What follows belongs to an exercise in optimizing a design on an open flow for small area, a short achievable clock period and few clock cycles; a production flow would make more cautious choices.
At most, simulation tests tie the RTL to the original design; equivalence was not proved.
The RTL of runs 2 to 4 was laid out without a check of its function.
Power is estimated from default activity; no workload was simulated.

File: design/flow/flow/run.sh
#!/bin/bash
set -euo pipefail
bash standard.sh SETUP_SLACK_MARGIN=5.5 finish > standard.log 2>&1
File: design/flow/standard.sh
#!/bin/bash
# synth_recipe.tcl (not shown) runs the flow's synth.tcl, then flattens the netlist and writes it again
# the make line also repeats each setting of config.mk as NAME=value (left out here)
make -C /OpenROAD-flow-scripts/flow DESIGN_CONFIG=/design/flow/config.mk WORK_HOME=/design/flow/orfs CLKGATE_MAP_FILE= SYNTH_SCRIPT=/design/flow/synth_recipe.tcl "${@:-finish}"
File: design/flow/config.mk
export PLATFORM = sky130hd
export DESIGN_NAME = n_queens_backtrack_search
export DESIGN_NICKNAME = n_queens_backtrack_search
export VERILOG_FILES = /design/flow/design.v
export SDC_FILE = /design/flow/constraint.sdc
export NUM_CORES = 4
export LEC_CHECK = 0
export ABC_AREA = 1
export CAP_MARGIN = 20
export CORE_MARGIN = 2
export CORE_UTILIZATION = 40
export SETUP_SLACK_MARGIN = 5
export SLEW_MARGIN = 20
File: design/flow/constraint.sdc
create_clock -name core_clock -period 10.0 [get_ports {clk}]
set_input_delay 2.0000 -clock core_clock [delete_from_list [all_inputs] [get_ports {clk}]]
set_output_delay 2.0000 -clock core_clock [all_outputs]
set_load 0.01 [all_outputs]
File: design/flow/design.v
package nqbs_pkg;
  localparam int DEF_MAX_QUEENS = 16;
  localparam int CFG_IDX_W  = 1;
  localparam int CFG_DATA_W = 32;
  localparam int BOARD_W    = 5;
  localparam int BUDGET_W   = 32;
  localparam logic [CFG_IDX_W-1:0] REG_BOARD_SIZE  = 1'd0;
  localparam logic [CFG_IDX_W-1:0] REG_STEP_BUDGET = 1'd1;
  localparam logic [BOARD_W-1:0]  BOARD_RST  = 5'd8;
  localparam logic [BUDGET_W-1:0] BUDGET_RST = 32'd1000000;
  localparam int IN_TDATA_W  = 8;
  localparam int OUT_TDATA_W = 16;
endpackage
import nqbs_pkg::*;
module n_queens_backtrack_search
#(
  parameter int MAX_QUEENS = DEF_MAX_QUEENS
) (
  input  logic                   clk,
  input  logic                   rst_n,
  input  logic                   cfg_valid,
  output logic                   cfg_ready,
  input  logic [CFG_IDX_W-1:0]   cfg_index,
  input  logic [CFG_DATA_W-1:0]  cfg_data,
  input  logic                   in_tvalid,
  output logic                   in_tready,
  input  logic [IN_TDATA_W-1:0]  in_tdata,    
  output logic                   out_tvalid,
  input  logic                   out_tready,
  output logic [OUT_TDATA_W-1:0] out_tdata,
  output logic                   out_tlast
);
  localparam int BW = 18;
  logic [4:0]    n_r;           
  logic [BW-1:0] budget_r;
  logic          idle_r, search_r, emit_r;
  logic [BW-7:0] hi_r;
  logic [7:0]    b_r;
  logic [3:0]    col_r;         
  logic [4:0]    rs_r;          
  logic [3:0]    stk_r [16];    
  logic [3:0]    best_r [16];   
  logic [4:0]    depth_r;
  logic [15:0]   cm_r;          
  logic [30:0]   ld_r;          
  logic [30:0]   rd_r;          
  logic          solved_r, ran_out_r;
  logic [3:0]    k_r;           
  assign cfg_ready  = 1'b1;
  assign in_tready  = idle_r;
  assign out_tvalid = emit_r;
  logic [3:0]  q, q2, q3;
  logic [15:0] att_c, att_p, av_c, av_p;
  logic [15:0] oh_c, oh_p, oh_q, oh_q2, oh_q3, oh_qv, near_q, far_q;
  logic        has_q;
  logic [15:0] pre_c, pre_p;
  logic [15:0] ge_rs, lt_n, gt_q, le_a, le_r;
  logic [3:0]  f_c, f_p;
  logic        any_c, any_p, ok_c;
  logic        mv_adv, mv_repl, mv_dbl, mv_exh, borrow, ok, last_col, hi_nz;
  logic [7:0]  base_x, base_r, base_d, w_a, w_r, w_d, b_nx;
  logic [BW-7:0] hi_dec;
  assign q     = stk_r[0];
  assign q2    = stk_r[1];
  assign q3    = stk_r[2];
  assign has_q = (col_r != 4'd0);
  always_comb begin
    for (int j = 0; j < 16; j++) begin
      ge_rs[j] = (5'(j) >= rs_r);
      lt_n[j]  = (5'(j) <  n_r);
      gt_q[j]  = (4'(j) >  q);
      oh_q[j]  = (4'(j) == q);
      oh_q2[j] = (4'(j) == q2);
      oh_q3[j] = (4'(j) == q3);
    end
  end
  assign oh_qv  = has_q ? oh_q : 16'd0;
  assign near_q = oh_qv | (oh_qv << 1) | (oh_qv >> 1);
  assign far_q  = oh_qv | (oh_qv << 2) | (oh_qv >> 2);
  always_comb begin
    for (int j = 0; j < 16; j++) begin
      att_c[j] = cm_r[j] | ((j > 0) ? ld_r[(j + 30) % 31] : 1'b0)
                        | ((j < 15) ? rd_r[(j + 16) % 31] : 1'b0) | near_q[j];
      att_p[j] = cm_r[j] | ld_r[j] | rd_r[j + 15];
    end
  end
  assign av_c  = ~att_c & ge_rs & lt_n;
  assign av_p  = ~att_p & gt_q & lt_n;
  assign any_c = |av_c;
  assign any_p = |av_p;
  always_comb begin
    pre_c[0] = 1'b0;
    pre_p[0] = 1'b0;
    for (int j = 1; j < 16; j++) begin
      pre_c[j] = pre_c[j-1] | av_c[j-1];
      pre_p[j] = pre_p[j-1] | av_p[j-1];
    end
  end
  assign oh_c = av_c & ~pre_c;
  assign oh_p = av_p & ~pre_p;
  always_comb begin
    f_c = '0;
    f_p = '0;
    for (int j = 0; j < 16; j++) begin
      if (oh_c[j]) f_c = f_c | 4'(j);
      if (oh_p[j]) f_p = f_p | 4'(j);
    end
  end
  logic [15:0] att_n, av_n, dead;
  logic        two_c, dskip;
  always_comb begin
    for (int j = 0; j < 16; j++) begin
      att_n[j] = cm_r[j] | ((j > 1) ? ld_r[(j + 29) % 31] : 1'b0)
                        | ((j < 14) ? rd_r[(j + 17) % 31] : 1'b0) | far_q[j];
    end
  end
  assign av_n = ~att_n & lt_n;
  logic [15:0] free_far [16];
  always_comb begin
    for (int j = 0; j < 16; j++) begin
      free_far[j] = av_n;
      free_far[j][j] = 1'b0;
      if (j > 0)  free_far[j][j-1] = 1'b0;
      if (j < 15) free_far[j][j+1] = 1'b0;
      dead[j] = ~|free_far[j];
    end
  end
  assign two_c    = |(av_c & pre_c);
  assign last_col = (5'(col_r) + 5'd1 == n_r);
  assign dskip    = !two_c && (|(av_c & dead)) && !last_col && (5'(col_r) < depth_r);
  logic [7:0]  bq, base_x0, base_x1, base_r0, base_r1, base_d0, base_d1;
  assign bq      = b_r + 8'(q);
  assign base_x0 = b_r - 8'(n_r);
  assign base_x1 = b_r - 8'({n_r, 1'b1});              
  assign base_r0 = bq - 8'(n_r);
  assign base_r1 = bq - 8'({n_r, 1'b1});
  assign base_d0 = bq - 8'({n_r, 1'b0});               
  assign base_d1 = bq - 8'(n_r) - 8'({n_r, 1'b1});     
  assign base_x  = dskip ? base_x1 : base_x0;
  assign base_r  = dskip ? base_r1 : base_r0;
  assign base_d  = dskip ? base_d1 : base_d0;
  always_comb begin
    for (int j = 0; j < 16; j++) begin
      le_a[j] = !b_r[7] && ((|b_r[6:4]) || (b_r[3:0] >= 4'(j)));
    end
  end
  assign ok_c = |(av_c & le_a);
  assign mv_adv  = any_c && !dskip;
  assign mv_repl = !mv_adv && (col_r != 4'd0) && any_p;
  assign mv_dbl  = !mv_adv && (col_r > 4'd1) && !any_p;
  assign mv_exh  = !mv_adv && ((col_r == 4'd0) || (col_r == 4'd1 && !any_p));
  assign w_a = b_r + {4'hf, ~f_c};
  assign w_r = base_r + {4'hf, ~f_p};                 
  assign w_d = {2'b00, base_d[5:0]} + 8'(q2);
  always_comb begin
    if (mv_adv) borrow = !ok_c;
    else if (mv_repl) borrow = w_r[7] && (w_r != 8'hff);
    else if (col_r == 4'd0) borrow = base_x[7];
    else borrow = base_d[7];
  end
  assign hi_nz    = |hi_r;
  assign hi_dec   = hi_r - 1'b1;
  assign ok       = hi_nz | !borrow;
  always_comb begin
    if (mv_adv) b_nx = w_a;
    else if (mv_repl) b_nx = w_r;
    else b_nx = w_d;
    if (borrow && !mv_dbl) b_nx[7:6] = 2'b00;
  end
  logic [30:0] ld_dbl, rd_dbl;
  assign ld_dbl = ld_r & ~(31'(oh_q2) << 1) & ~(31'(oh_q3) << 2);
  assign rd_dbl = rd_r & ~(31'(oh_q2) << 14) & ~(31'(oh_q3) << 13);
  logic take, stop;
  assign take = idle_r & in_tvalid & in_tdata[0];
  assign stop = !ok || (mv_adv && last_col) || mv_exh;
  always_ff @(posedge clk) begin
    if (!rst_n) begin
      n_r      <= 5'(BOARD_RST);
      budget_r <= (BUDGET_RST >= 32'(2**BW - 1)) ? '1 : BW'(BUDGET_RST);
      idle_r   <= 1'b1;
      search_r <= 1'b0;
      emit_r   <= 1'b0;
    end else begin
      if (cfg_valid) begin
        if (cfg_index == REG_BOARD_SIZE) begin
          if (cfg_data[4:0] == 5'd0) n_r <= 5'd1;
          else if (cfg_data[4:0] > 5'd16) n_r <= 5'd16;
          else n_r <= cfg_data[4:0];
        end else begin
          budget_r <= (|cfg_data[31:BW]) ? '1 : cfg_data[BW-1:0];
        end
      end
      if (idle_r) begin
        if (take) begin
          idle_r <= 1'b0;
          if (budget_r == '0 || n_r == 5'd1) emit_r <= 1'b1;
          else search_r <= 1'b1;
        end
      end else if (search_r) begin
        if (stop) begin
          search_r <= 1'b0;
          emit_r   <= 1'b1;
        end
      end else if (emit_r) begin
        if (out_tready && (5'(k_r) + 5'd1 == n_r)) begin
          emit_r <= 1'b0;
          idle_r <= 1'b1;
        end
      end
    end
  end
  always_ff @(posedge clk) begin
    if (idle_r) begin
      hi_r      <= budget_r[BW-1:6];
      b_r       <= {2'b00, budget_r[5:0]} - 8'd2;
      col_r     <= 4'd1;
      rs_r      <= 5'd0;
      stk_r[0]  <= 4'd0;
      cm_r      <= 16'h0000;
      ld_r      <= 31'h0000_0000;
      rd_r      <= 31'h0000_0000;
    end else begin
      b_r <= b_nx;
      if (borrow) hi_r <= hi_dec;
      if (mv_adv) begin
        stk_r[0] <= f_c;
        for (int i = 1; i < 16; i++) stk_r[i] <= stk_r[i-1];
        rs_r  <= 5'd0;
        col_r <= col_r + 4'd1;
        cm_r  <= cm_r | oh_qv;
        ld_r  <= {ld_r[29:0] | {14'd0, oh_qv}, 1'b0};
        rd_r  <= {1'b0, rd_r[30:1] | {oh_qv, 14'd0}};
      end else if (mv_repl) begin
        stk_r[0] <= f_p;
        rs_r <= 5'd0;
      end else begin
        for (int i = 0; i < 14; i++) stk_r[i] <= stk_r[i+2];
        rs_r  <= 5'(q2) + 5'd1;
        col_r <= col_r - 4'd2;
        cm_r  <= cm_r & ~oh_q2 & ~oh_q3;
        ld_r  <= ld_dbl >> 2;
        rd_r  <= rd_dbl << 2;
      end
    end
  end
  always_ff @(posedge clk) begin
    if (idle_r) begin
      best_r[0] <= 4'd0;
      depth_r   <= (budget_r == '0) ? 5'd0 : 5'd1;
      solved_r  <= (budget_r != '0) && (n_r == 5'd1);
      ran_out_r <= (budget_r == '0);
      k_r       <= 4'd0;
    end else if (search_r) begin
      if (mv_adv && (hi_nz || ok_c) && 5'(col_r) == depth_r) begin
        depth_r <= depth_r + 5'd1;
        best_r[0] <= f_c;
        for (int i = 1; i < 16; i++) best_r[i] <= stk_r[i-1];
      end
      if (stop) begin
        solved_r  <= ok && mv_adv && last_col;
        ran_out_r <= !ok;
      end
    end else if (emit_r) begin
      if (out_tready) k_r <= k_r + 4'd1;
    end
  end
  logic placed;
  assign placed    = (5'(k_r) < depth_r);
  assign out_tdata = {ran_out_r,
                      solved_r,
                      depth_r,
                      placed,
                      placed ? best_r[4'(depth_r) - 4'd1 - k_r] : 4'd0,
                      k_r};
  assign out_tlast = (5'(k_r) + 5'd1 == n_r);
endmodule
==> metrics.md, run 1 <==
| Metric | Value |
|---|---|
| Status | complete, no violations |
| Vias post-DR | 16,753 |
| Avg WL per Cell | 19.3 um |
| Clock Latency Late Sink | 0.60 ns |
| Final ANT Viol Nets | 0 |
| GR Util met1 | 34.7% |
| Post-route insts no fill | 2,982 |
| Seq/Total Area, Yosys | 40.5% |
| # rows | 75 |
| Peak Freq | 196 MHz |
| Clock slew at reported path FFs | 0.06 ns |
| Post-route DRC | 0 |
| Final nets | 2,535 |
| Core footprint | 0.0419 sq mm |
| Net count of the mapped netlist | 2,407 |
| Startpoint types | flop |
| Slew headroom | 33.2% |
| Placed Cells | 2,831 |
| Number of CTS-inserted buffers | 31 |
| Critical Path RT | 8.00 ns |
| P per Cell Area | 180 mW/mm^2 |
| Initial core utilization | 40.4% |
| Max Slew Vio Count | 0 |
| Initial DRC count | 1,643 |
| Arrival @ worst endpoint | 3.11 ns |
| Initial antenna violation count | 0 |
| Port Buffers | 57 |
| Warnings from Yosys | 4 |
| Crit-path max FO | 4 |
| Post-Syn Instances | 2,293 |
| Layout cell share with drive strength beyond 1 | 16.6% |
| Synth async-reset ratio | 0% |
| Drt first pass iters | 6 |
| Post-synthesis cell area | 0.0169 sq mm |
| Vias per cell | 5.62 |
| Avg Inst Size Synth | 7.37 sq um |
| Routed WL | 57,600 um |
| ANT cells | 0 |
| Tcrit/Tclk final | 51.1% |
| Total gr overflow | 0 |
| RSZ-0062 raised after global routing | true |
| CP Class | flop to output port |
| CTS tree | yes |
| Synth Flop Type | edfxtp_1 |
| Hpwl dp | 39,600 um |
| Setup violators final | 0 |
| Area growth, synth to finish | 23.5% |
| Most frequent cells in the layout | nand2_1, inv_1, o21ai_0 |
| Largest net degree at the start of global routing | 92 |
| Crit. End Element | output port |
| Final Critical Period | 5.11 ns |
| Gr usage total | 25.3% |
| Clock tree buffer depth | 3 |
| Placer Congestion | 0.997 |
| Die Ht | 210 um |
| Yosys cell types | 68 |
| First-pass GRT wire length | 87,200 um |
| Leak pwr | 8.42 nW |
| Global routing usage on met3 | 3.26% |
| Met2 usage | 40.6% |
| Flops & latches, synth | 272 |
| Most common cell after layout, fill and taps aside | nand2_1 |
| Endpoints failing hold | 0 |
| Clock Tree Root | clkbuf_16 |
| Post-synth EDFFs | 139 |
| Busiest grt layer | met2 |
| Max VDD drop | 0.118 mV |
| # clock sinks | 272 |
| Setup Skew | 0.0183 ns |
| Chip Width | 210 um |
| Die ar. | 0.0439 sq mm |
| Hold Crit Class | flop to flop |
| Total of max-cap violations | 0 |
| Slew @ Worst Pin | 0.993 ns |
| Fill cell count | 4,064 |
| I/O pins | 66 |
| Hold slack final | 0.449 ns |
| H-tree level count | 1 |
| Number of global-route vias before repair | 15,663 |
| Final setup TNS | 0 ns |
-- worst max-delay path: stages (launching register included) --
cell	delay, ns
edfxtp_1	0.42
ha_4	0.16
inv_2	0.05
fa_2	0.71
nor2_4	0.06
and3_4	0.18
a21o_1	0.18
a221oi_4	0.26
nand4_1	0.15
a21oi_2	0.14
nor2_1	0.08
buf_2	0.14
-- per-layer routing --
metal / wire (um) / share of wire, %
met2: 26100 / 45
met4: 2380 / 4.1
met3: 4460 / 7.7
met1: 24700 / 43
met5: 0 / 0
-- layout make-up --
cell class	count	area [sq um]	share of cell area [%]
Multi-Input combinational cell	1650	9600	46.0
Clock buffer	35	791	3.79
Timing Repair Buffer	163	1520	7.26
Sequential cell	272	6890	33.0
Clock inverter	20	141	0.678
Inverter	303	1250	5.97
Tap cell	539	674	3.23
-- per-stage QoR --
step	setup slack (ns)	utilization (%)	total power, mW	instance area [sq um]
floorplan	5.51	-	2.04	16900
global placement	2.78	42.9	2.33	17900
detailed placement	2.69	42.9	2.35	17900
CTS	4.93	48.3	3.59	20200
global route	4.80	49.8	3.94	20900
finish	4.89	49.8	3.75	20900
-- path summary, 6_finish.rpt --
kind,from,endpoint,slack [ns],cells after the start
max,depth_r[0],out_tdata[7],4.89,11
min,stk_r[11][0],best_r[12][0],0.45,0
max reg2reg,depth_r[2],ran_out_r,5.28,34
min reg2reg,stk_r[11][0],best_r[12][0],0.45,0
-- Yosys cell counts, drive strengths merged, types with 3 or more instances --
| library cell | number | area (sq um) |
|---|---|---|
| nand2 | 570 | 2210 |
| inv | 297 | 1110 |
| nor2 | 258 | 1070 |
| o21ai | 214 | 1070 |
| edfxtp | 139 | 4170 |
| nand3 | 135 | 696 |
| dfxtp | 133 | 2660 |
| a21oi | 84 | 424 |
| ha | 60 | 751 |
| clkbuf | 46 | 174 |
| nand4 | 46 | 294 |
| nor3 | 43 | 220 |
| o22ai | 36 | 225 |
| xor2 | 36 | 315 |
| a31oi | 32 | 200 |
| buf | 29 | 168 |
| nor4 | 21 | 131 |
| o211ai | 9 | 67.6 |
| or2 | 9 | 56.3 |
| xnor2 | 9 | 78.8 |
| a221oi | 8 | 70.1 |
| fa | 8 | 160 |
| o2111ai | 7 | 61.3 |
| clkinv | 6 | 22.5 |
| o31ai | 6 | 45.0 |
| a311o | 5 | 50.1 |
| a22o | 4 | 35.0 |
| o21bai | 4 | 30.0 |
| o32ai | 4 | 35.0 |
| and2 | 3 | 18.8 |
| nand3b | 3 | 22.5 |
| o41ai | 3 | 26.3 |
-- sequential cells by signal, summed over array words and instances, names as in the netlist, 4 cells and up --
name      cells
stk_r        64
depth_r       5
budget_r     18
ld_r         31
col_r         4
k_r           4
hi_r         12
b_r           8
cm_r         16
best_r       64
rs_r          5
rd_r         31
n_r           5
-- cell families (layout without fill, tap and decap cells) --
group,after synthesis,in the layout,synth area share (%)
flip-flops,272,272,40.5
other,1,1,0.0222
adder cells (fa/ha/maj),68,68,5.39
buffers and inverters,378,521,8.75
AND/OR/NAND/NOR,1092,1099,28.1
multiplexers,2,2,0.118
AO/OA/AOI/OAI,435,435,14.8
XOR/XNOR,45,45,2.33
-- report_power, final --
part	internal [mW]	switching [mW]	total [mW]
combinational	0.554	0.860	1.41
clock	0.592	0.477	1.07
sequential	1.21	0.0587	1.27
total	2.36	1.40	3.75
-- what timing repair did --
item                       CTS  global route
resized for setup          242            92
cloned                       7             2
setup endpoints to repair  304           166
hold buffers                 0             0
pin swaps                   75            63
buffers inserted            56            31
Testbench counts, summed over its fixed seeds: cycles 172,077.
==> run 2: changes to the inputs <==
--- a/design/flow/design.v
+++ b/design/flow/design.v
@@ -37,6 +37,7 @@
   logic [BW-7:0] hi_r;
   logic [7:0]    b_r;
   logic [3:0]    col_r;         
+  logic          has_q;         
   logic [4:0]    rs_r;          
   logic [3:0]    stk_r [16];    
   logic [3:0]    best_r [16];   
@@ -52,7 +53,6 @@
   logic [3:0]  q, q2, q3;
   logic [15:0] att_c, att_p, av_c, av_p;
   logic [15:0] oh_c, oh_p, oh_q, oh_q2, oh_q3, oh_qv, near_q, far_q;
-  logic        has_q;
   logic [15:0] pre_c, pre_p;
   logic [15:0] ge_rs, lt_n, gt_q, le_a, le_r;
   logic [3:0]  f_c, f_p;
@@ -63,7 +63,6 @@
   assign q     = stk_r[0];
   assign q2    = stk_r[1];
   assign q3    = stk_r[2];
-  assign has_q = (col_r != 4'd0);
   always_comb begin
     for (int j = 0; j < 16; j++) begin
       ge_rs[j] = (5'(j) >= rs_r);
@@ -115,14 +114,9 @@
     end
   end
   assign av_n = ~att_n & lt_n;
-  logic [15:0] free_far [16];
-  always_comb begin
-    for (int j = 0; j < 16; j++) begin
-      free_far[j] = av_n;
-      free_far[j][j] = 1'b0;
-      if (j > 0)  free_far[j][j-1] = 1'b0;
-      if (j < 15) free_far[j][j+1] = 1'b0;
-      dead[j] = ~|free_far[j];
+  always_comb begin
+    for (int j = 0; j < 16; j++) begin
+      dead[j] = ~|(av_n & ~16'((18'h7 << j) >> 1));
     end
   end
   assign two_c    = |(av_c & pre_c);
@@ -139,12 +133,17 @@
   assign base_x  = dskip ? base_x1 : base_x0;
   assign base_r  = dskip ? base_r1 : base_r0;
   assign base_d  = dskip ? base_d1 : base_d0;
-  always_comb begin
-    for (int j = 0; j < 16; j++) begin
-      le_a[j] = !b_r[7] && ((|b_r[6:4]) || (b_r[3:0] >= 4'(j)));
+  logic [15:0] le_r0, le_r1;
+  logic        ok_p;
+  always_comb begin
+    for (int j = 0; j < 16; j++) begin
+      le_a[j]  = !b_r[7]     && ((|b_r[6:4])     || (b_r[3:0]     >= 4'(j)));
+      le_r0[j] = !base_r0[7] && ((|base_r0[6:4]) || (base_r0[3:0] >= 4'(j)));
+      le_r1[j] = !base_r1[7] && ((|base_r1[6:4]) || (base_r1[3:0] >= 4'(j)));
     end
   end
   assign ok_c = |(av_c & le_a);
+  assign ok_p = dskip ? |(av_p & le_r1) : |(av_p & le_r0);
   assign mv_adv  = any_c && !dskip;
   assign mv_repl = !mv_adv && (col_r != 4'd0) && any_p;
   assign mv_dbl  = !mv_adv && (col_r > 4'd1) && !any_p;
@@ -154,7 +153,7 @@
   assign w_d = {2'b00, base_d[5:0]} + 8'(q2);
   always_comb begin
     if (mv_adv) borrow = !ok_c;
-    else if (mv_repl) borrow = w_r[7] && (w_r != 8'hff);
+    else if (mv_repl) borrow = !ok_p;
     else if (col_r == 4'd0) borrow = base_x[7];
     else borrow = base_d[7];
   end
@@ -214,6 +213,7 @@
       hi_r      <= budget_r[BW-1:6];
       b_r       <= {2'b00, budget_r[5:0]} - 8'd2;
       col_r     <= 4'd1;
+      has_q     <= 1'b1;
       rs_r      <= 5'd0;
       stk_r[0]  <= 4'd0;
       cm_r      <= 16'h0000;
@@ -227,6 +227,7 @@
         for (int i = 1; i < 16; i++) stk_r[i] <= stk_r[i-1];
         rs_r  <= 5'd0;
         col_r <= col_r + 4'd1;
+        has_q <= 1'b1;
         cm_r  <= cm_r | oh_qv;
         ld_r  <= {ld_r[29:0] | {14'd0, oh_qv}, 1'b0};
         rd_r  <= {1'b0, rd_r[30:1] | {oh_qv, 14'd0}};
@@ -237,6 +238,7 @@
         for (int i = 0; i < 14; i++) stk_r[i] <= stk_r[i+2];
         rs_r  <= 5'(q2) + 5'd1;
         col_r <= col_r - 4'd2;
+        has_q <= (col_r != 4'd2);
         cm_r  <= cm_r & ~oh_q2 & ~oh_q3;
         ld_r  <= ld_dbl >> 2;
         rd_r  <= rd_dbl << 2;
==> design/flow/run.sh (new file) <==
#!/bin/bash
# synth_recipe.tcl (not shown) runs the flow's synth.tcl, then flattens the netlist and writes it again
# the make line also repeats each setting of config.mk as NAME=value (left out here)
make -C /OpenROAD-flow-scripts/flow DESIGN_CONFIG=/design/flow/config.mk WORK_HOME=/design/flow/orfs CLKGATE_MAP_FILE= SYNTH_SCRIPT=/design/flow/synth_recipe.tcl finish
--- a/design/flow/config.mk
+++ b/design/flow/config.mk
@@ -5,7 +5,7 @@
 export SDC_FILE = /design/flow/constraint.sdc
 export NUM_CORES = 4
 export LEC_CHECK = 0
-export ABC_AREA = 1
+export ABC_CLOCK_PERIOD_IN_PS = 4000
 export CAP_MARGIN = 20
 export CORE_MARGIN = 2
 export CORE_UTILIZATION = 40
removed: design/flow/flow/run.sh
removed: design/flow/standard.sh
==> run 2 against run 1 <==
Net effect:
- clock power grew 9%
- wire length increased by 6.8%
- core utilization increased by 0.44 points
- largest cell class unchanged
- register-to-register slack lost 0.36 ns
- final area up 3.8%
- via count increased by 0.86%
- worst setup slack better by 0.029 ns
- worst hold slack improved by 0.017 ns
- still clean
- total power increased by 1.1%
- non-clock buffer count is 46 higher
==> metrics.md, run 2 <==
| Metric | Value |
|---|---|
| Status | complete, no violations |
| RSZ-0062 raised after global routing | true |
| Die Ht | 213 um (+1.7%) |
| Arrival @ worst endpoint | 5.38 ns (+2.27 ns) |
| Clock slew at reported path FFs | 0.07 ns (about the same) |
| Count leader, synth | nand2_1 |
| Max incr delay on CP | 0.39 ns (-0.32 ns) |
| Gr usage total | 26.2% (+0.88 points) |
| Seq/Total Area, Yosys | 39.2% (-1.3 points) |
| Max VDD drop | 0.134 mV (+14%) |
| Crit. End Element | flop |
| # rows | 76 (+1.3%) |
| Final Critical Period | 5.08 ns (-0.0290 ns) |
| Warnings from Yosys | 3 (-1) |
| Synth async-reset ratio | 0% (unchanged) |
| Flops & latches, synth | 273 (+0.37%) |
| Main area contributors after synthesis | edfxtp_1, dfxtp_1, nand2_1, ha_1, nor2_1 |
| Final ANT Viol Nets | 0 (unchanged) |
| Largest net degree at the start of global routing | 107 (+16%) |
| Post-Syn Instances | 2,062 (-10%) |
| Number of CTS-inserted buffers | 30 (-3.2%) |
| Startpoint types | flop |
| Area growth, synth to finish | 23.8% |
| Synth cell count leaders | nand2_1, nor2_1, edfxtp_1, dfxtp_1, a21oi_1 |
| Yosys cell types | 107 (+57%) |
| Most common cell after layout, fill and taps aside | nand2_1 |
| Clock tree buffer depth | 3 (unchanged) |
| Critical Path RT | 10.29 ns (+2.29 ns) |
| Chip Width | 213 um (+1.7%) |
| Drt first pass iters | 6 (unchanged) |
| Post-synth top area cell | edfxtp_1 |
| Clock Latency Late Sink | 0.58 ns (-0.02 ns) |
| Max Slew Vio Count | 0 (unchanged) |
| Initial DRC count | 1,730 (+5.3%) |
| Slew @ Worst Pin | 1.12 ns (+0.128 ns) |
| Placer Congestion | 0.976 (-2.1%) |
| Most frequent cells in the layout | nand2_1, nor2_1, edfxtp_1 |
| Worst path top cell family by delay | compound AO/OA/AOI/OAI gates |
| Tcrit/Tclk final | 50.8% (-0.29 points) |
| Post-route DRC | 0 (unchanged) |
| Port Buffers | 57 (unchanged) |
| Crit-path max FO | 7 (+3) |
| First-pass GRT wire length | 92,300 um (+5.8%) |
| Final core utilization | 50.3% (+0.44 points) |
| Hpwl dp | 40,700 um (+2.5%) |
| CTS tree | yes |
| H-tree level count | 1 (unchanged) |
| CP Class | flop to flop |
| Synth Flop Type | edfxtp_1 |
| Final nets | 2,295 (-9.5%) |
| Routed WL | 61,500 um (+6.8%) |
| Avg WL per Cell | 22.1 um (+14%) |
| Initial antenna violation count | 0 (unchanged) |
| Layout cell share with drive strength beyond 1 | 18.1% (+1.5 points) |
| Post-synth EDFFs | 139 (unchanged) |
| Endpoints failing hold | 0 (unchanged) |
| Final setup TNS | 0 ns (unchanged) |
| Die ar. | 0.0454 sq mm (+3.5%) |
| Initial core utilization | 40.6% (+0.23 points) |
| Vias per cell | 6.06 (+8.0%) |
| Leak pwr | 7.98 nW (-5.2%) |
| Top flop regs | best_r x64, stk_r x64 |
| Peak Freq | 197 MHz (+0.57%) |
| Total gr overflow | 0 (unchanged) |
| Post-synthesis cell area | 0.0175 sq mm (+3.5%) |
| CP bufs+invs | 1 (-1) |
| Vias post-DR | 16,897 (+0.86%) |
| Hold Crit Class | flop to flop |
| P per Cell Area | 175 mW/mm^2 (-2.7%) |
| Avg Inst Size Synth | 8.48 sq um (+15%) |
| Number of global-route vias before repair | 15,739 (+0.49%) |
| ANT cells | 0 (unchanged) |
| CP cell instances | buf_12, ha_4, fa_2, a21o_1, a21oi_2, xnor2_2, ha_2, or2_4, o22a_1, xnor2_2, ha_4, and3_4, a21oi_2, o21ai_1, a211oi_2, xor2_1, o211ai_1, a211oi_2, a211o_1, or2_4, nand2_4 |
| Net count of the mapped netlist | 2,180 (-9.4%) |
| CP max stage cell | dfxtp_4 |
| Setup violators final | 0 (unchanged) |
| I/O pins | 66 (unchanged) |
| Core footprint | 0.0431 sq mm (+2.9%) |
| Yosys top cell area share | 23.9% (-0.84 points) |
| Setup Skew | 0.0211 ns (+0.00286 ns) |
| Slew headroom | 25.1% (-8.1 points) |
| Total of max-cap violations | 0 (unchanged) |
| Hold-fix buffers at CTS | 0 (unchanged) |
| # clock sinks | 273 (+0.37%) |
| Clock Tree Root | clkbuf_16 |
## run 2: cell types whose count changed in the layout (fill, tap and decap cells not counted), sizes merged, moves of 33 or more
| cell | change |
|---|---|
| a211oi | +58 |
| a21oi | +38 |
| a311oi | +34 |
| buf | +42 |
| inv | -237 |
| nand2 | -179 |
| nand3 | -33 |
| nor2 | -90 |
| o21ai | -135 |
| xnor2 | +39 |
## run 2: layer usage
layer	GRT usage, %	wire length [um]	share of wire (%)	vias to the layer above
li1	-	-	-	7823
met1	36.1	26500	43	8168
met2	41.2	27600	45	735
met3	4.56	5020	8.2	171
met4	9.36	2380	3.9	0
met5	0	0	0	-
## run 2: layout make-up
cell class,count,area (sq um)
Multi-Input combinational cell,1606,10700
Tap cell,585,732
Timing Repair Buffer,209,1990
Inverter,57,228
Clock buffer,45,983
Sequential cell,273,6910
Clock inverter,11,82.6
Fill cell,4020,21400
## run 2: cells by family (layout without fill, tap and decap cells)
family	count (synthesis)	count (layout)	synth area share (%)
simple gates	914	917	24.7
other cells	1	1	0.0214
flops	273	273	39.2
buf+inv	186	322	4.71
xor+xnor	80	80	4.01
fa+ha+maj	75	75	5.67
mux	15	15	1.02
compound gates	518	518	20.6
## run 2: path summary, 6_finish.rpt
check	startpoint	end	slack (ns)	depth (start not counted)
min reg2reg	rd_r[1]	rd_r[0]	0.47	2
max	stk_r[0][0]	hi_r[10]	4.92	21
min	rd_r[1]	rd_r[0]	0.47	2
max reg2reg	stk_r[0][0]	hi_r[10]	4.92	21
## run 2: what timing repair did
action | in CTS | in global routing
setup endpoints to repair | 132 | 90
gates cloned | 8 | 0
pin swaps | 41 | 38
resized for setup | 165 | 87
buffers inserted | 75 | 43
## run 2: where the power goes
group	switching (mW)	internal, mW
Clock	0.489	0.684
Combinational	0.769	0.585
Sequential	0.0525	1.21
Total	1.31	2.48
## run 2: worst reg2reg max path, stage by stage, from the launching register on
cell and delay (ns):
dfxtp_4 0.39, buf_12 0.16, ha_4 0.17, fa_2 0.39, a21o_1 0.22, a21oi_2 0.18, xnor2_2 0.11, ha_2 0.22
or2_4 0.23, o22a_1 0.24, xnor2_2 0.25, ha_4 0.25, and3_4 0.15, a21oi_2 0.11, o21ai_1 0.09, a211oi_2 0.25
xor2_1 0.11, o211ai_1 0.36, a211oi_2 0.13, a211o_1 0.33, or2_4 0.35, nand2_4 0.13
## run 2: through the flow
stage	setup slack (ns)	instances	cell area (sq um)	total power, mW	hold slack [ns]
after floorplan	5.01	2062	17600	2.02	0.424
after global placement	3.74	2603	18500	2.32	0.457
after detailed placement	3.74	2603	18500	2.34	0.461
after CTS	4.94	2742	20900	3.69	0.468
after global routing	4.76	2786	21700	3.96	0.484
final	4.92	2786	21700	3.79	0.467
==> run 3: changes to the inputs <==
--- a/design/flow/design.v
+++ b/design/flow/design.v
@@ -37,7 +37,6 @@
   logic [BW-7:0] hi_r;
   logic [7:0]    b_r;
   logic [3:0]    col_r;         
-  logic          has_q;         
   logic [4:0]    rs_r;          
   logic [3:0]    stk_r [16];    
   logic [3:0]    best_r [16];   
@@ -53,6 +52,7 @@
   logic [3:0]  q, q2, q3;
   logic [15:0] att_c, att_p, av_c, av_p;
   logic [15:0] oh_c, oh_p, oh_q, oh_q2, oh_q3, oh_qv, near_q, far_q;
+  logic        has_q;
   logic [15:0] pre_c, pre_p;
   logic [15:0] ge_rs, lt_n, gt_q, le_a, le_r;
   logic [3:0]  f_c, f_p;
@@ -63,6 +63,7 @@
   assign q     = stk_r[0];
   assign q2    = stk_r[1];
   assign q3    = stk_r[2];
+  assign has_q = (col_r != 4'd0);
   always_comb begin
     for (int j = 0; j < 16; j++) begin
       ge_rs[j] = (5'(j) >= rs_r);
@@ -114,14 +115,33 @@
     end
   end
   assign av_n = ~att_n & lt_n;
-  always_comb begin
-    for (int j = 0; j < 16; j++) begin
-      dead[j] = ~|(av_n & ~16'((18'h7 << j) >> 1));
+  logic [15:0] free_far [16];
+  always_comb begin
+    for (int j = 0; j < 16; j++) begin
+      free_far[j] = av_n;
+      free_far[j][j] = 1'b0;
+      if (j > 0)  free_far[j][j-1] = 1'b0;
+      if (j < 15) free_far[j][j+1] = 1'b0;
+      dead[j] = ~|free_far[j];
     end
   end
   assign two_c    = |(av_c & pre_c);
   assign last_col = (5'(col_r) + 5'd1 == n_r);
   assign dskip    = !two_c && (|(av_c & dead)) && !last_col && (5'(col_r) < depth_r);
+  logic [15:0] pre_2, oh_2;
+  logic [3:0]  f_2, f_a;
+  logic        adv2;
+  always_comb begin
+    pre_2[0] = 1'b0;
+    for (int j = 1; j < 16; j++) pre_2[j] = pre_2[j-1] | (pre_c[j-1] & av_c[j-1]);
+  end
+  assign oh_2 = av_c & pre_c & ~pre_2;
+  always_comb begin
+    f_2 = '0;
+    for (int j = 0; j < 16; j++) if (oh_2[j]) f_2 = f_2 | 4'(j);
+  end
+  assign adv2 = two_c && (|(oh_c & dead)) && !last_col && (5'(col_r) < depth_r);
+  assign f_a  = adv2 ? f_2 : f_c;
   logic [7:0]  bq, base_x0, base_x1, base_r0, base_r1, base_d0, base_d1;
   assign bq      = b_r + 8'(q);
   assign base_x0 = b_r - 8'(n_r);
@@ -133,27 +153,29 @@
   assign base_x  = dskip ? base_x1 : base_x0;
   assign base_r  = dskip ? base_r1 : base_r0;
   assign base_d  = dskip ? base_d1 : base_d0;
-  logic [15:0] le_r0, le_r1;
-  logic        ok_p;
-  always_comb begin
-    for (int j = 0; j < 16; j++) begin
-      le_a[j]  = !b_r[7]     && ((|b_r[6:4])     || (b_r[3:0]     >= 4'(j)));
-      le_r0[j] = !base_r0[7] && ((|base_r0[6:4]) || (base_r0[3:0] >= 4'(j)));
-      le_r1[j] = !base_r1[7] && ((|base_r1[6:4]) || (base_r1[3:0] >= 4'(j)));
+  logic [7:0]  bx1, w_2;
+  logic [15:0] le_2;
+  logic        ok_2;
+  assign bx1 = b_r - 8'(n_r) - 8'd1;
+  always_comb begin
+    for (int j = 0; j < 16; j++) begin
+      le_a[j] = !b_r[7] && ((|b_r[6:4]) || (b_r[3:0] >= 4'(j)));
+      le_2[j] = !bx1[7] && ((|bx1[6:4]) || (bx1[3:0] >= 4'(j)));
     end
   end
   assign ok_c = |(av_c & le_a);
-  assign ok_p = dskip ? |(av_p & le_r1) : |(av_p & le_r0);
+  assign ok_2 = |(oh_2 & le_2);
   assign mv_adv  = any_c && !dskip;
   assign mv_repl = !mv_adv && (col_r != 4'd0) && any_p;
   assign mv_dbl  = !mv_adv && (col_r > 4'd1) && !any_p;
   assign mv_exh  = !mv_adv && ((col_r == 4'd0) || (col_r == 4'd1 && !any_p));
   assign w_a = b_r + {4'hf, ~f_c};
+  assign w_2 = bx1 + {4'hf, ~f_2};
   assign w_r = base_r + {4'hf, ~f_p};                 
   assign w_d = {2'b00, base_d[5:0]} + 8'(q2);
   always_comb begin
-    if (mv_adv) borrow = !ok_c;
-    else if (mv_repl) borrow = !ok_p;
+    if (mv_adv) borrow = adv2 ? !ok_2 : !ok_c;
+    else if (mv_repl) borrow = w_r[7] && (w_r != 8'hff);
     else if (col_r == 4'd0) borrow = base_x[7];
     else borrow = base_d[7];
   end
@@ -161,7 +183,7 @@
   assign hi_dec   = hi_r - 1'b1;
   assign ok       = hi_nz | !borrow;
   always_comb begin
-    if (mv_adv) b_nx = w_a;
+    if (mv_adv) b_nx = adv2 ? w_2 : w_a;
     else if (mv_repl) b_nx = w_r;
     else b_nx = w_d;
     if (borrow && !mv_dbl) b_nx[7:6] = 2'b00;
@@ -213,7 +235,6 @@
       hi_r      <= budget_r[BW-1:6];
       b_r       <= {2'b00, budget_r[5:0]} - 8'd2;
       col_r     <= 4'd1;
-      has_q     <= 1'b1;
       rs_r      <= 5'd0;
       stk_r[0]  <= 4'd0;
       cm_r      <= 16'h0000;
@@ -223,11 +244,10 @@
       b_r <= b_nx;
       if (borrow) hi_r <= hi_dec;
       if (mv_adv) begin
-        stk_r[0] <= f_c;
+        stk_r[0] <= f_a;
         for (int i = 1; i < 16; i++) stk_r[i] <= stk_r[i-1];
         rs_r  <= 5'd0;
         col_r <= col_r + 4'd1;
-        has_q <= 1'b1;
         cm_r  <= cm_r | oh_qv;
         ld_r  <= {ld_r[29:0] | {14'd0, oh_qv}, 1'b0};
         rd_r  <= {1'b0, rd_r[30:1] | {oh_qv, 14'd0}};
@@ -238,7 +258,6 @@
         for (int i = 0; i < 14; i++) stk_r[i] <= stk_r[i+2];
         rs_r  <= 5'(q2) + 5'd1;
         col_r <= col_r - 4'd2;
-        has_q <= (col_r != 4'd2);
         cm_r  <= cm_r & ~oh_q2 & ~oh_q3;
         ld_r  <= ld_dbl >> 2;
         rd_r  <= rd_dbl << 2;
--- a/design/flow/config.mk
+++ b/design/flow/config.mk
@@ -5,7 +5,7 @@
 export SDC_FILE = /design/flow/constraint.sdc
 export NUM_CORES = 4
 export LEC_CHECK = 0
-export ABC_CLOCK_PERIOD_IN_PS = 4000
+export ABC_AREA = 1
 export CAP_MARGIN = 20
 export CORE_MARGIN = 2
 export CORE_UTILIZATION = 40
==> run 3 against run 2 <==
Net effect:
- synthesized cell count increased by 22%
- cell count increased by 17%
- register-to-register slack improved by 0.21 ns
- sequential power about the same
- critical path depth decreased by 11
- final area increased by 2.2%
- area after synthesis increased by 4.0%
- worst hold slack got worse by 0.016 ns
- core utilization decreased by 1.2 points
- fmax increased by 0.86%
==> metrics.md, run 3 <==
| Metric | Value |
|---|---|
| Status | complete, no violations |
| Post-synthesis cell area | 0.0182 sq mm (+4.0%) |
| Hpwl dp | 45,800 um (+13%) |
| Met1 WL | 27,600 um (+3.9%) |
| Clock Latency Late Sink | 0.60 ns (+0.02 ns) |
| Pint | 2.50 mW (+0.75%) |
| CP Class | flop to output port |
| ANT cells | 0 (unchanged) |
| Placer Congestion | 1.02 (+4.4%) |
| Vias post-DR | 18,152 (+7.4%) |
| Post-route insts no fill | 3,273 (+17%) |
| Chip Width | 217 um (+1.9%) |
| CP bufs+invs | 2 (+1) |
| Most frequent cells in the layout | nand2_1, inv_1, nor2_1 |
| Total gr overflow | 0 (unchanged) |
| Switching share of power | 38.9% (+4.4 points) |
| Placed Cells | 3,115 (+20%) |
| Clock Power Share | 26.4% (-4.5 points) |
| Initial core utilization | 40.3% (-0.26 points) |
| Endpoints failing hold | 0 (unchanged) |
| Complex-gate fraction of the synthesized area | 14.1% (-6.5 points) |
| Die ar. | 0.0472 sq mm (+3.9%) |
| Count leader, synth | nand2_1 |
| Max VDD drop | 0.155 mV (+15%) |
| Initial DRC count | 1,667 (-3.6%) |
| R2R depth | 27 (+29%) |
| Post-synth EDFFs | 139 (unchanged) |
| # clock sinks | 272 (-0.37%) |
| Reg-to-Reg End | solved_r |
| Vias per cell | 5.55 (-8.6%) |
| Initial antenna violation count | 0 (unchanged) |
| Simple-gate area share of the yosys netlist | 30.3% (+5.5 points) |
| Most common cell after layout, fill and taps aside | nand2_1 |
| # rows | 78 (+2.6%) |
| Final setup TNS | 0 ns (unchanged) |
| Hold-fix buffers at CTS | 0 (unchanged) |
| I/O pins | 66 (unchanged) |
| Flops & latches, synth | 272 (-0.37%) |
| Tcrit/Tclk final | 50.4% (-0.44 points) |
| Synth async-reset ratio | 0% (unchanged) |
| Slew headroom | 48.3% (+23 points) |
| Die Ht | 217 um (+1.9%) |
| Largest net degree at the start of global routing | 74 (-31%) |
| First-pass GRT wire length | 97,200 um (+5.3%) |
| H-tree level count | 1 (unchanged) |
| Placed cell areas | 0.0193 sq mm (+4.4%) |
| Share of power burned in combinational logic | 42.5% (+6.8 points) |
| Hold slack final | 0.451 ns (-0.0159 ns) |
| Arrival @ worst endpoint | 3.04 ns (-2.34 ns) |
| Crit-path max FO | 5 (-2) |
| Hold Crit Class | flop to flop |
| P per Cell Area | 185 mW/mm^2 (+5.6%) |
| CP startpoint | depth_r[0] |
| Number of global-route vias before repair | 17,213 (+9.4%) |
| Total of max-cap violations | 0 (unchanged) |
| Warnings from Yosys | 4 (+1) |
| Met3 routed WL | 4150 um (-17%) |
| Max incr delay on CP | 0.49 ns (+0.10 ns) |
| Worst path top cell family by delay | adder cells |
| Drt first pass iters | 5 (-1) |
| Synth Flop Type | edfxtp_1 |
| R2R Path Start | col_r[0] |
| Reg2Reg Setup Slack | 5.13 ns (+0.21 ns) |
| Yosys top cell area share | 22.9% (-0.92 points) |
| Clock tree buffer depth | 3 (unchanged) |
| Seq/Total Area, Yosys | 37.6% (-1.6 points) |
| Leak pwr | 9.04 nW (+13%) |
| Largest family of logic cells by synthesized area | simple AND/OR/NAND/NOR gates |
| CTS tree | yes |
| Psw | 1.59 mW (+22%) |
| Post-synth top area cell | edfxtp_1 |
| CP cell instances | ha_4, inv_2, fa_2, nand2_2, nor3b_2, a21o_1, a221oi_2, nand4_1, o21a_1, buf_2 |
| Final Critical Period | 5.04 ns (-0.0436 ns) |
| Clock Tree Root | clkbuf_16 |
| Gr usage total | 26.3% (+0.15 points) |
| Seq pwr share | 31.1% (-2.3 points) |
| Startpoint types | flop |
| Layout cell share with drive strength beyond 1 | 16.9% (-1.1 points) |
| Critical Path Sink | out_tdata[6] |
| Area growth, synth to finish | 21.7% |
| Peak Freq | 198 MHz (+0.86%) |
| Final nets | 2,777 (+21%) |
| Post-Synth Adder-Cell Area | 6.12% (+0.46 points) |
| Net count of the mapped netlist | 2,646 (+21%) |
| Avg Inst Size Synth | 7.23 sq um (-15%) |
| Core footprint | 0.0451 sq mm (+4.7%) |
| Clock slew at reported path FFs | 0.06 ns (about the same) |
| Avg WL per Cell | 19.5 um (-12%) |
| Synth cell count leaders | nand2_1, inv_1, nor2_1, o21ai_0, edfxtp_1 |
| Setup violators final | 0 (unchanged) |
| Critical Path RT | 8.00 ns (-2.29 ns) |
| RSZ-0062 raised after global routing | true |
| Post-Syn Instances | 2,517 (+22%) |
| Number of CTS-inserted buffers | 31 (+3.3%) |
| Top flop regs | best_r x64, stk_r x64 |
| Max Slew Vio Count | 0 (unchanged) |
| CP Depth | 10 (-52%) |
| Mux contribution to synthesized area | 0.110% (-0.91 points) |
| Total Power | 4.10 mW (+7.9%) |
| Post-Synth XOR/XNOR Area | 2.89% (-1.1 points) |
| CP max stage cell | fa_2 |
| Port Buffers | 57 (unchanged) |
| Post-route DRC | 0 (unchanged) |
| Design area | 0.0221 sq mm (+2.2%) |
| Setup Skew | 0.0190 ns (-0.00209 ns) |
| Main area contributors after synthesis | edfxtp_1, dfxtp_1, nand2_1, inv_1, nor2_1 |
| Met2 wire length | 29,200 um (+5.8%) |
| Yosys cell types | 64 (-40%) |
| Final ANT Viol Nets | 0 (unchanged) |
| Crit. End Element | output port |
| Routed WL | 63,900 um (+3.8%) |
| Top sig layer | met4 |
| Slew @ Worst Pin | 0.774 ns (-0.348 ns) |
run 3: cell count changes after synthesis, sizes merged, moves of 30 or more:
cell | previous run | this run
a311oi | 36 | 4
a211oi | 60 | 5
a21oi | 122 | 79
xnor2 | 48 | 18
nand3 | 102 | 147
nor2 | 171 | 321
nand4 | 29 | 62
buf | 65 | 35
nand2 | 393 | 614
o21ai | 79 | 238
inv | 57 | 331
run 3: final cells by class:
cell class / instances / area [sq um]
Clock buffer: 47 / 870
Clock inverter: 11 / 78.8
Fill cell: 4489 / 23000
Inverter: 334 / 1310
Multi-Input combinational cell: 1837 / 10700
Sequential cell: 272 / 6880
Tap cell: 600 / 751
Timing Repair Buffer: 172 / 1510
run 3: what timing repair did:
| item | in CTS | in global routing |
|---|---|---|
| pin swaps | 32 | 80 |
| setup endpoints to repair | 270 | 190 |
| gates cloned | 2 | 1 |
| gates resized for setup | 161 | 157 |
| buffers inserted | 39 | 58 |
run 3: worst min path at each step:
stage	end	start	depth (start not counted)
2_1_floorplan	best_r[10][0]	stk_r[9][0]	0
6_report	best_r[10][2]	stk_r[9][2]	0
5_1_grt	best_r[8][0]	stk_r[7][0]	0
4_1_cts	best_r[10][2]	stk_r[9][2]	0
3_5_place_dp	best_r[10][2]	stk_r[9][2]	0
3_3_place_gp	best_r[9][0]	stk_r[8][0]	0
run 3: worst reg2reg max path: stages, from the launching register on:
cell	delay, ns
dfxtp_4	0.39
inv_4	0.05
ha_4	0.18
nand2_8	0.14
nand3_4	0.16
nand2_2	0.13
nor2_1	0.06
nand2_2	0.15
nand2_4	0.13
buf_4	0.17
a21oi_4	0.17
nand3_4	0.14
nor3_4	0.28
nand4_4	0.20
nor2_8	0.20
buf_4	0.14
o21ai_1	0.06
ha_2	0.21
fa_2	0.42
xnor2_2	0.16
nor3_2	0.25
nand3_1	0.10
nor2_1	0.12
nand2_1	0.09
nand2_2	0.13
nand2_4	0.10
a21boi_4	0.18
o21ai_2	0.09
run 3: cell families after synthesis:
logic type	Yosys count
fa+ha+maj	83
mux	2
simple gates	1241
compound gates	447
other cells	1
flops	272
buf+inv	411
xor+xnor	60
run 3: power groups by stage:
stage | Combinational (mW) | Sequential [mW] | Clock [mW]
after floorplan | 0.968 | 1.27 | 0
after global placement | 1.32 | 1.29 | 0
after detailed placement | 1.35 | 1.29 | 0
after CTS | 1.50 | 1.27 | 1.10
after global routing | 1.90 | 1.28 | 1.14
final | 1.74 | 1.27 | 1.08
run 3: layer usage:
metal	track usage [%]	vias to the layer above
met1	35.7	8638
met4	10.5	0
met5	0	-
met3	2.80	156
li1	-	8699
met2	43.0	659
run 3: through the flow:
| step | setup WS (ns) | utilization [%] |
|---|---|---|
| 5_1_grt | 4.88 | 49.1 |
| 6_report | 4.96 | 49.1 |
| 3_5_place_dp | 3.86 | 42.8 |
| 2_1_floorplan | 5.02 | - |
| 4_1_cts | 4.96 | 46.8 |
| 3_3_place_gp | 3.89 | 42.8 |
==> run 4: changes to the inputs <==
--- a/design/flow/design.v
+++ b/design/flow/design.v
@@ -128,21 +128,28 @@
   assign two_c    = |(av_c & pre_c);
   assign last_col = (5'(col_r) + 5'd1 == n_r);
   assign dskip    = !two_c && (|(av_c & dead)) && !last_col && (5'(col_r) < depth_r);
-  logic [15:0] pre_2, oh_2;
-  logic [3:0]  f_2, f_a;
-  logic        adv2;
-  always_comb begin
-    pre_2[0] = 1'b0;
-    for (int j = 1; j < 16; j++) pre_2[j] = pre_2[j-1] | (pre_c[j-1] & av_c[j-1]);
-  end
-  assign oh_2 = av_c & pre_c & ~pre_2;
-  always_comb begin
-    f_2 = '0;
-    for (int j = 0; j < 16; j++) if (oh_2[j]) f_2 = f_2 | 4'(j);
-  end
-  assign adv2 = two_c && (|(oh_c & dead)) && !last_col && (5'(col_r) < depth_r);
-  assign f_a  = adv2 ? f_2 : f_c;
-  logic [7:0]  bq, base_x0, base_x1, base_r0, base_r1, base_d0, base_d1;
+  logic [15:0] att_c0, av_c0, dead_p;
+  logic        two_p, rdead;
+  always_comb begin
+    for (int j = 0; j < 16; j++) begin
+      att_c0[j] = cm_r[j] | ((j > 0) ? ld_r[(j + 30) % 31] : 1'b0)
+                         | ((j < 15) ? rd_r[(j + 16) % 31] : 1'b0);
+    end
+  end
+  assign av_c0 = ~att_c0 & lt_n;
+  logic [15:0] free_far_p [16];
+  always_comb begin
+    for (int j = 0; j < 16; j++) begin
+      free_far_p[j] = av_c0;
+      free_far_p[j][j] = 1'b0;
+      if (j > 0)  free_far_p[j][j-1] = 1'b0;
+      if (j < 15) free_far_p[j][j+1] = 1'b0;
+      dead_p[j] = ~|free_far_p[j];
+    end
+  end
+  assign two_p = |(av_p & pre_p);
+  assign rdead = !two_p && (|(av_p & dead_p));
+  logic [7:0]  bq, base_x0, base_x1, base_r0, base_r1, base_d0, base_d1, base_d2;
   assign bq      = b_r + 8'(q);
   assign base_x0 = b_r - 8'(n_r);
   assign base_x1 = b_r - 8'({n_r, 1'b1});              
@@ -150,31 +157,25 @@
   assign base_r1 = bq - 8'({n_r, 1'b1});
   assign base_d0 = bq - 8'({n_r, 1'b0});               
   assign base_d1 = bq - 8'(n_r) - 8'({n_r, 1'b1});     
+  assign base_d2 = bq - 8'({n_r, 2'b10});              
   assign base_x  = dskip ? base_x1 : base_x0;
   assign base_r  = dskip ? base_r1 : base_r0;
-  assign base_d  = dskip ? base_d1 : base_d0;
-  logic [7:0]  bx1, w_2;
-  logic [15:0] le_2;
-  logic        ok_2;
-  assign bx1 = b_r - 8'(n_r) - 8'd1;
+  assign base_d  = (dskip && rdead) ? base_d2 : (dskip || rdead) ? base_d1 : base_d0;
   always_comb begin
     for (int j = 0; j < 16; j++) begin
       le_a[j] = !b_r[7] && ((|b_r[6:4]) || (b_r[3:0] >= 4'(j)));
-      le_2[j] = !bx1[7] && ((|bx1[6:4]) || (bx1[3:0] >= 4'(j)));
     end
   end
   assign ok_c = |(av_c & le_a);
-  assign ok_2 = |(oh_2 & le_2);
   assign mv_adv  = any_c && !dskip;
-  assign mv_repl = !mv_adv && (col_r != 4'd0) && any_p;
-  assign mv_dbl  = !mv_adv && (col_r > 4'd1) && !any_p;
-  assign mv_exh  = !mv_adv && ((col_r == 4'd0) || (col_r == 4'd1 && !any_p));
+  assign mv_repl = !mv_adv && (col_r != 4'd0) && any_p && !rdead;
+  assign mv_dbl  = !mv_adv && (col_r > 4'd1) && !(any_p && !rdead);
+  assign mv_exh  = !mv_adv && ((col_r == 4'd0) || (col_r == 4'd1 && !(any_p && !rdead)));
   assign w_a = b_r + {4'hf, ~f_c};
-  assign w_2 = bx1 + {4'hf, ~f_2};
   assign w_r = base_r + {4'hf, ~f_p};                 
   assign w_d = {2'b00, base_d[5:0]} + 8'(q2);
   always_comb begin
-    if (mv_adv) borrow = adv2 ? !ok_2 : !ok_c;
+    if (mv_adv) borrow = !ok_c;
     else if (mv_repl) borrow = w_r[7] && (w_r != 8'hff);
     else if (col_r == 4'd0) borrow = base_x[7];
     else borrow = base_d[7];
@@ -183,7 +184,7 @@
   assign hi_dec   = hi_r - 1'b1;
   assign ok       = hi_nz | !borrow;
   always_comb begin
-    if (mv_adv) b_nx = adv2 ? w_2 : w_a;
+    if (mv_adv) b_nx = w_a;
     else if (mv_repl) b_nx = w_r;
     else b_nx = w_d;
     if (borrow && !mv_dbl) b_nx[7:6] = 2'b00;
@@ -244,7 +245,7 @@
       b_r <= b_nx;
       if (borrow) hi_r <= hi_dec;
       if (mv_adv) begin
-        stk_r[0] <= f_a;
+        stk_r[0] <= f_c;
         for (int i = 1; i < 16; i++) stk_r[i] <= stk_r[i-1];
         rs_r  <= 5'd0;
         col_r <= col_r + 4'd1;
==> run 4 against run 3 <==
Net effect:
- non-clock buffer count shrank 28
- clock power is 6% lower
- critical path depth increased by 2
- register-to-register slack worse by 0.14 ns
- sequential power barely moved
- total power down 8.1%
- critical path type unchanged
- critical endpoint is now out_tdata[4]
- highest routed layer unchanged
==> metrics.md, run 4 <==
| Metric | Value |
|---|---|
| Status | complete, no violations |
| H-tree level count | 1 (unchanged) |
| Initial DRC count | 1,838 (+10%) |
| Clock Latency Late Sink | 0.57 ns (-0.03 ns) |
| Final Critical Period | 5.17 ns (+0.133 ns) |
| Layout cell share with drive strength beyond 1 | 16.3% (-0.64 points) |
| Vias post-DR | 17,920 (-1.3%) |
| Arrival @ worst endpoint | 3.17 ns (+0.13 ns) |
| Count leader, synth | nand2_1 |
| Synth Flop Type | edfxtp_1 |
| Clock Tree Root | clkbuf_16 |
| Net count of the mapped netlist | 2,531 (-4.3%) |
| Seq/Total Area, Yosys | 38.5% (+0.92 points) |
| Multi-input gate area | 0.0102 sq mm (-4.8%) |
| Register area | 0.00689 sq mm (about the same) |
| Peak Freq | 193 MHz (-2.6%) |
| Most frequent cells in the layout | nand2_1, inv_1, nor2_1 |
| Core footprint | 0.0440 sq mm (-2.4%) |
| Final nets | 2,635 (-5.1%) |
| Gr usage total | 26.3% (about the same) |
| P per Cell Area | 177 mW/mm^2 (-4.4%) |
| Die Ht | 215 um (-1.2%) |
| Avg Inst Size Synth | 7.36 sq um (+1.9%) |
| Max VDD drop | 0.124 mV (-20%) |
| Post-synthesis cell area | 0.0178 sq mm (-2.4%) |
| First-pass GRT wire length | 96,100 um (-1.1%) |
| Post-Syn Instances | 2,412 (-4.2%) |
| Max Slew Vio Count | 0 (unchanged) |
| Largest net degree at the start of global routing | 90 (+22%) |
| Setup Slack @ Placement | 3.48 ns (-0.376 ns) |
| Post-route DRC | 0 (unchanged) |
| Setup Skew | 0.0124 ns (-0.00664 ns) |
| Post-route insts no fill | 3,130 (-4.4%) |
| Yosys cell types | 65 (+1.6%) |
| Slew @ Worst Pin | 1.01 ns (+0.237 ns) |
| Drt first pass iters | 7 (+2) |
| Most common cell after layout, fill and taps aside | nand2_1 |
| Post-synth top area cell | edfxtp_1 |
| Post-synth EDFFs | 139 (unchanged) |
| Chip Width | 215 um (-1.2%) |
| Number of global-route vias before repair | 16,836 (-2.2%) |
| Yosys top cell area share | 23.5% (+0.56 points) |
| Placer Congestion | 0.982 (-3.7%) |
| Final setup TNS | 0 ns (unchanged) |
| Total gr overflow | 0 (unchanged) |
| # clock sinks | 272 (unchanged) |
| Hpwl dp | 44,800 um (-2.1%) |
| Warnings from Yosys | 5 (+1) |
| Top flop regs | best_r x64, stk_r x64 |
| Routed WL | 63,300 um (-0.93%) |
| Initial antenna violation count | 0 (unchanged) |
| CP Class | flop to output port |
| Total of max-cap violations | 0 (unchanged) |
| I/O pins | 66 (unchanged) |
| Placed Cells | 2,997 (-3.8%) |
| Final ANT Viol Nets | 0 (unchanged) |
| Total Power | 3.76 mW (-8.1%) |
| CTS tree | yes |
| Tcrit/Tclk final | 51.7% (+1.3 points) |
| RSZ-0062 raised after global routing | true |
| # rows | 77 (-1.3%) |
| Endpoints failing hold | 0 (unchanged) |
| Crit-path max FO | 4 (-1) |
| Number of CTS-inserted buffers | 29 (-6.5%) |
| Flops & latches, synth | 272 (unchanged) |
| Setup violators final | 0 (unchanged) |
| Hold Crit Class | flop to flop |
| Die ar. | 0.0461 sq mm (-2.3%) |
| Initial core utilization | 40.3% (about the same) |
| Clock tree buffer depth | 3 (unchanged) |
| ANT cells | 0 (unchanged) |
| Final core utilization | 48.3% (-0.78 points) |
| Fin worst setup slack | 4.83 ns (-0.133 ns) |
| Synth cell count leaders | nand2_1, inv_1, nor2_1, o21ai_0, nand3_1 |
| Fill cell count | 4,349 (-3.1%) |
| Main area contributors after synthesis | edfxtp_1, dfxtp_1, nand2_1, inv_1, nor2_1 |
| Leak pwr | 8.63 nW (-4.5%) |
| Crit. End Element | output port |
| Area growth, synth to finish | 19.8% |
| Vias per cell | 5.73 (+3.2%) |
| Port Buffers | 57 (unchanged) |
| Critical Path RT | 8.00 ns (about the same) |
| Startpoint types | flop |
| Avg WL per Cell | 20.2 um (+3.6%) |
| Hold-fix buffers at CTS | 0 (unchanged) |
| Synth async-reset ratio | 0% (unchanged) |
| Clock slew at reported path FFs | 0.06 ns (about the same) |
| Slew headroom | 32.0% (-16 points) |
run 4: cell types whose count changed after synthesis, sizes merged, moves of 7 or more:
cell | previous run | this run
nand3 | 147 | 181
inv | 331 | 299
a221oi | 6 | 18
a21oi | 79 | 88
a31oi | 20 | 54
ha | 73 | 64
nand2 | 614 | 587
o221ai | 2 | 9
nor2 | 321 | 287
o21ai | 238 | 183
run 4: what timing repair did:
item	CTS	global route
resized for setup	162	132
setup buffers	35	39
cloned	4	2
setup endpoints to repair	262	179
pin swaps	29	53
run 4: final timing paths:
check                                      to  slack [ns]         start  cells after the start
worst max-delay path             out_tdata[4]        4.83    depth_r[0]                     12
worst min-delay path            best_r[13][1]        0.44  stk_r[12][1]                      0
worst max register to register      ran_out_r        4.99      col_r[1]                     35
worst min register to register  best_r[13][1]        0.44  stk_r[12][1]                      0
run 4: area by class of cell:
class / instances / area share [%]
clock buffer: 39 / 3.73
clock inverter: 14 / 0.388
inverter: 305 / 5.65
multi-input combinational: 1764 / 48.1
sequential: 272 / 32.4
tap: 592 / 3.48
timing repair buffer: 144 / 6.27
run 4: power breakdown:
| part | switching (mW) | total [mW] | internal, mW |
|---|---|---|---|
| combinational | 0.935 | 1.48 | 0.540 |
| sequential | 0.0556 | 1.27 | 1.22 |
| clock | 0.460 | 1.02 | 0.557 |
run 4: routing by layer:
metal  track usage, %  wire length, um  share of wire [%]  vias to the layer above
li1                 -                -                  -                     8402
met1             35.9            26700                 42                     8557
met2             42.8            29200                 46                      821
met3             3.43             4930                7.8                      140
met4             9.44             2430                3.8                        0
met5                0                0                  0                        -
run 4: logic make-up (layout without fill, tap and decap cells):
| kind of cell | Yosys count | in the layout | synth area share, % |
|---|---|---|---|
| flops | 272 | 272 | 38.5 |
| other cells | 1 | 1 | 0.0211 |
| buf+inv | 382 | 502 | 8.69 |
| xor+xnor | 48 | 48 | 2.37 |
| simple gates | 1199 | 1205 | 30.4 |
| compound gates | 436 | 436 | 14.4 |
| fa+ha+maj | 73 | 73 | 5.53 |
| mux | 1 | 1 | 0.0564 |
run 4: through the flow:
step | hold WS [ns] | area (sq um)
after global placement | 0.431 | 18800
after CTS | 0.446 | 20500
after detailed placement | 0.433 | 18800
final | 0.442 | 21300
after floorplan | 0.426 | 17800
after global routing | 0.454 | 21300
run 4: critical path, stage by stage (launching register included):
cell and delay, ns:
edfxtp_1 0.43, ha_2 0.21, inv_2 0.07, fa_2 0.51, nand2_2 0.20, nor2_4 0.09
nand2_1 0.08, nand3_2 0.09, a221oi_2 0.17, nand4_1 0.16, a2111oi_2 0.27, a21oi_1 0.15
buf_2 0.17

## what the ideal ports hide
Ports are ideal in the flow. The routed layouts listed here were re-timed in OpenROAD. Step 1 assumes that a clkbuf_16 drives the clock port and a buf_2 every other input. Step 2, shift: input delay + t, output delay - t, t = (earliest + latest rising clock arrival at the registers) / 2. This alone moves slack from input paths to output paths. Slacks: ideal / step 1 / step 2; pairs: ideal / step 1.
run	shift t [ns]	slack for setup (ns)	clock arrival spread, ns
run 1	0.638	4.886 / 4.834 / 5.275	0.018 / 0.018
run 2	0.631	4.915 / 4.901 / 4.915	0.021 / 0.021
run 3	0.651	4.959 / 4.902 / 5.127	0.020 / 0.019
run 4	0.627	4.825 / 4.765 / 4.988	0.012 / 0.013
After both steps every run listed still meets setup and hold.
